This is an optimization exercise on Yosys and OpenROAD, whose aim is a short achievable clock period and few clock cycles, not a production implementation.
Function was checked by simulation only, so behaviour that the tests miss may differ from the original.

the reference run:
Design core_top, start of the top module:
module core_top
(
    input  wire                 CLK,
    input  wire                 rst_n,
    input  wire                 mem_req_ready,
    input  wire core_pkg::mem_rsp_t       mem_rsp,
    input  wire                 mem_rsp_valid,
    input  wire                 out_ready,
    output core_pkg::mem_req_t            mem_req,
    output logic                mem_req_valid,
    output logic [32-1:0]  out_data,
    output logic                out_valid,
    output logic                halted
);
    localparam int IBD = 4;   
    localparam int TQD = 4;   
    localparam int NB  = 4;   
    function automatic logic br_eval(input logic [2:0] c, input logic z, input logic n);
        case (c)
            3'd0:    br_eval = 1'b0;
            3'd1:    br_eval = 1'b1;
            3'd2:    br_eval = z;
            3'd3:    br_eval = !z;
            3'd4:    br_eval = !z && !n;
            3'd5:    br_eval = n;
            3'd6:    br_eval = !n;
            default: br_eval = z || n;
        endcase
    endfunction
    function automatic logic writes_r5(input logic [15:0] i);
        logic wr;
        wr = 1'b0;
        if (!i[15]) begin
            case (i[14:11])
                4'b0000: wr = (i[4:0] == 5'b10000) || (i[4:0] == 5'b10001) || (i[4:0] == 5'b10010) ||
                              (i[4:0] == 5'b11000) || (i[4:0] == 5'b11001);
                4'b0001, 4'b0010, 4'b0100, 4'b0101, 4'b0110, 4'b0111: wr = 1'b1;
                default: wr = 1'b0;
            endcase
        end
        writes_r5 = wr && (i[10:8] == 3'd5);
    endfunction
    function automatic logic [7:0] onehot(input logic [2:0] r);
        onehot = 8'b1 << r;
    endfunction
    localparam int C_BR = 0, C_END = 1, C_OUT = 2, C_LD = 3, C_ST = 4, C_MUL = 5, C_IMM = 6,
                   C_RDA = 7, C_RDB = 8, C_WRALU = 9, C_WRD = 10, C_SUB = 11, C_NEG = 12,
                   C_SUM = 13, C_A = 14, C_NOT = 15, C_AND = 16, C_OR = 17, C_XOR = 18,
                   C_SAR = 19, C_ROL = 20, C_BE = 21, CW = 25;
    function automatic logic [CW-1:0] decode(input logic [15:0] i);
        logic [CW-1:0] c;
        logic [3:0]    o;
  ...
Settings: LEC_CHECK=0, ABC_CLOCK_PERIOD_IN_PS=4000, CAP_MARGIN=20, CORE_MARGIN=2, CORE_UTILIZATION=50, SLEW_MARGIN=20, TNS_END_PERCENT=100; clock period 15.0 ns.
standard.sh (not shown) runs the stock make flow with config.mk's settings and CLKGATE_MAP_FILE= SYNTH_SCRIPT=/design/flow/synth_recipe.tcl, a recipe that flattens the netlist after the stock synthesis.
==> flow/flow/run.sh <==
#!/bin/bash
# Own flow: the standard layout (standard.sh), run with a larger setup
# slack margin for ORFS's repair_timing so that the resizer keeps working on
# paths well below the design's clock period. The SDC, the synthesis and
# every other step are the standard ones.
set -euo pipefail
MARGIN=${MARGIN:-11}
sed -e "s/CLKGATE_MAP_FILE= /CLKGATE_MAP_FILE= SETUP_SLACK_MARGIN=${MARGIN} /" standard.sh > standard_margin.sh
grep -q "SETUP_SLACK_MARGIN=${MARGIN}" standard_margin.sh
bash standard_margin.sh > flow_make.log 2>&1
Testbench counts of the reference run, summed over its fixed seeds: cycles 76,069.
What the trial run does differently from the reference run at the input level:
--- a/flow/design.v
+++ b/flow/design.v
@@ -412,20 +412,22 @@
     logic [1:0]   rq_bm;              
     logic         sk_v;               
     logic [28:0]  sk_req;
     logic         sk_load;
     logic         sk_store;
     logic [2:0]   sk_dst;
     logic         sk_hi;
     logic [1:0]   sk_bm;
     logic         osk_v;              
     logic [31:0]  osk_data;
+    logic         out_load;           
+    logic [31:0]  out_new;
     logic [3:0]   tq_fetch;
     logic [3:0]   tq_live;
     logic [11:0]  tq_pc  [TQD];
     logic [2:0]   tq_dst [TQD];
     logic [3:0]   tq_hi;
     logic [3:0]   tq_val;
     logic [1:0]   tq_bm  [TQD];
     logic [3:0]   tq_bp;              
     logic [1:0]   tq_head;
     logic [1:0]   tq_tail;
@@ -534,20 +536,22 @@
     assign rr_haz   = (ib_ctl[0][C_RDA] && |(s0 & busy_rr)) || (ib_ctl[0][C_RDB] && |(s1 & busy_rr));
     assign haz      = 1'b0;
     assign tq_ok    = (tq_cnt + {2'b0, rq_read} + {2'b0, sk_v && sk_load}) <= 3'(TQD - 1);
     assign e_can    = ir_v && !halted;
     assign e_fire   = e_can && !e_end && (!(e_ld || e_st) || (!sk_v && (!e_ld || tq_ok))) &&
                       (!e_out || !osk_v);
     assign rr_adv   = ib_v[0] && !halted && (!ex_v || e_fire) && !rr_haz && !e_redir;
     assign e_data   = e_fire && (e_ld || e_st);
     assign e_ofire  = e_fire && e_out;
     assign o_free   = !out_valid || out_ready;
+    assign out_load = o_free && (osk_v || e_ofire);
+    assign out_new  = osk_v ? osk_data : ra;
     assign halt_now = ir_v && e_end && !halted && !sk_v && !osk_v && o_free &&
                       (!(mem_req_valid && rq_store) || mem_req_ready);
     logic         e_take;
     logic         e_redir;
     logic [11:0]  e_tgt;
     logic         haz5;
     logic [7:0]   pv;
     logic         d_pt;
     logic         bp_h;
     logic [11:0]  d_tgt;
@@ -775,30 +779,35 @@
             end else begin
                 mem_req_valid <= 1'b0;
                 rq_fetch      <= 1'b0;
                 rq_load       <= 1'b0;
                 rq_store      <= 1'b0;
             end
         end
     end
     logic [28:0]  req_nod;            
     logic         fetch_slot;
-    always_comb begin
-        req_nod = mem_req;
+    logic [28:0]  dq;
+    always_ff @(posedge CLK) begin
         if (!cur_pend) begin
-            if (sk_v) begin
-                req_nod = sk_req;
-            end else if (e_data) begin
-                req_nod = e_req;
-            end else if (fetch_ok) begin
-                req_nod = {fpc_nod, 16'h0, 1'b0};
-            end
+            dq <= sk_v ? sk_req : e_req;
+        end
+    end
+    always_comb begin
+        if (cur_pend) begin
+            req_nod = dq;
+        end else if (sk_v) begin
+            req_nod = sk_req;
+        end else if (e_data) begin
+            req_nod = e_req;
+        end else begin
+            req_nod = {fpc_nod, 16'h0, 1'b0};
         end
     end
     assign fetch_slot = !cur_pend && !sk_v && !e_data && fetch_ok;
     always_ff @(posedge CLK) begin
         mem_req <= (fetch_slot && d_take) ? {d_tgt, 16'h0, 1'b0} : req_nod;
     end
     logic tq_push;
     logic tq_pop;
     assign tq_push = acc && (rq_fetch || rq_load);
     assign tq_pop  = rsp_v;
@@ -977,25 +986,19 @@
         if (e_fire && e_mul) begin
             m2_a  <= ra;
             m2_b  <= rb;
             m2_sd <= sd;
         end
         if (m2_v) begin
             m3_r  <= mt_r;
             m3_sd <= m2_sd;
             m3_be <= m3_be_n;
         end
-        if (!o_free) begin
-            if (e_ofire) begin
-                osk_data <= ra;
-            end
-        end else if (osk_v) begin
-            out_data <= osk_data;
-            if (e_ofire) begin
-                osk_data <= ra;
-            end
-        end else if (e_ofire) begin
-            out_data <= ra;
+        if (e_ofire && (!o_free || osk_v)) begin
+            osk_data <= ra;
+        end
+        if (out_load) begin
+            out_data <= out_new;
         end
     end
 endmodule
 `default_nettype wire
## What came out
Compared to the reference run, the trial run has synthesized cell count about 2.5% lower.
Final area went up by a few percent going from the reference run to the trial run.
Of the trial run and the reference run, it is the trial run that has the higher synthesis-to-finish area growth.
Going from the reference run to the trial run, maximum clock frequency climbed 1.3%, shortest period the worst path allows decreased 57 ps, number of cells traversed by the worst register-to-register path +6.
Testbench counts of the trial run, summed over its fixed seeds: cycles 76,069.

-- afterwards: timing with drivers on the ports --
Ports are ideal in the flow. The routed layouts listed here were re-timed in OpenROAD. Step 1 assumes that a clkbuf_16 drives the clock port and a buf_2 every other input. Step 2 times the ports against the registers' clock, not the clock port: input delays grow and output delays shrink by t, the midpoint of the rising clock arrivals with the driver on. Slacks: no drivers / after step 1 / after step 2; pairs: no drivers / after step 1.
| run | t, ns | slack for setup (ns) | clock arrival spread, ns |
|---|---|---|---|
| the reference run | 0.905 | 10.413 / 10.330 / 9.647 | 0.048 / 0.049 |
| the trial run | 0.924 | 10.470 / 10.442 / 9.630 | 0.058 / 0.058 |
After both steps setup and hold are still met in every run listed. The setup slack of the trial run, which loses most, moves by -0.028 ns with the drivers and by -0.840 ns with both steps.
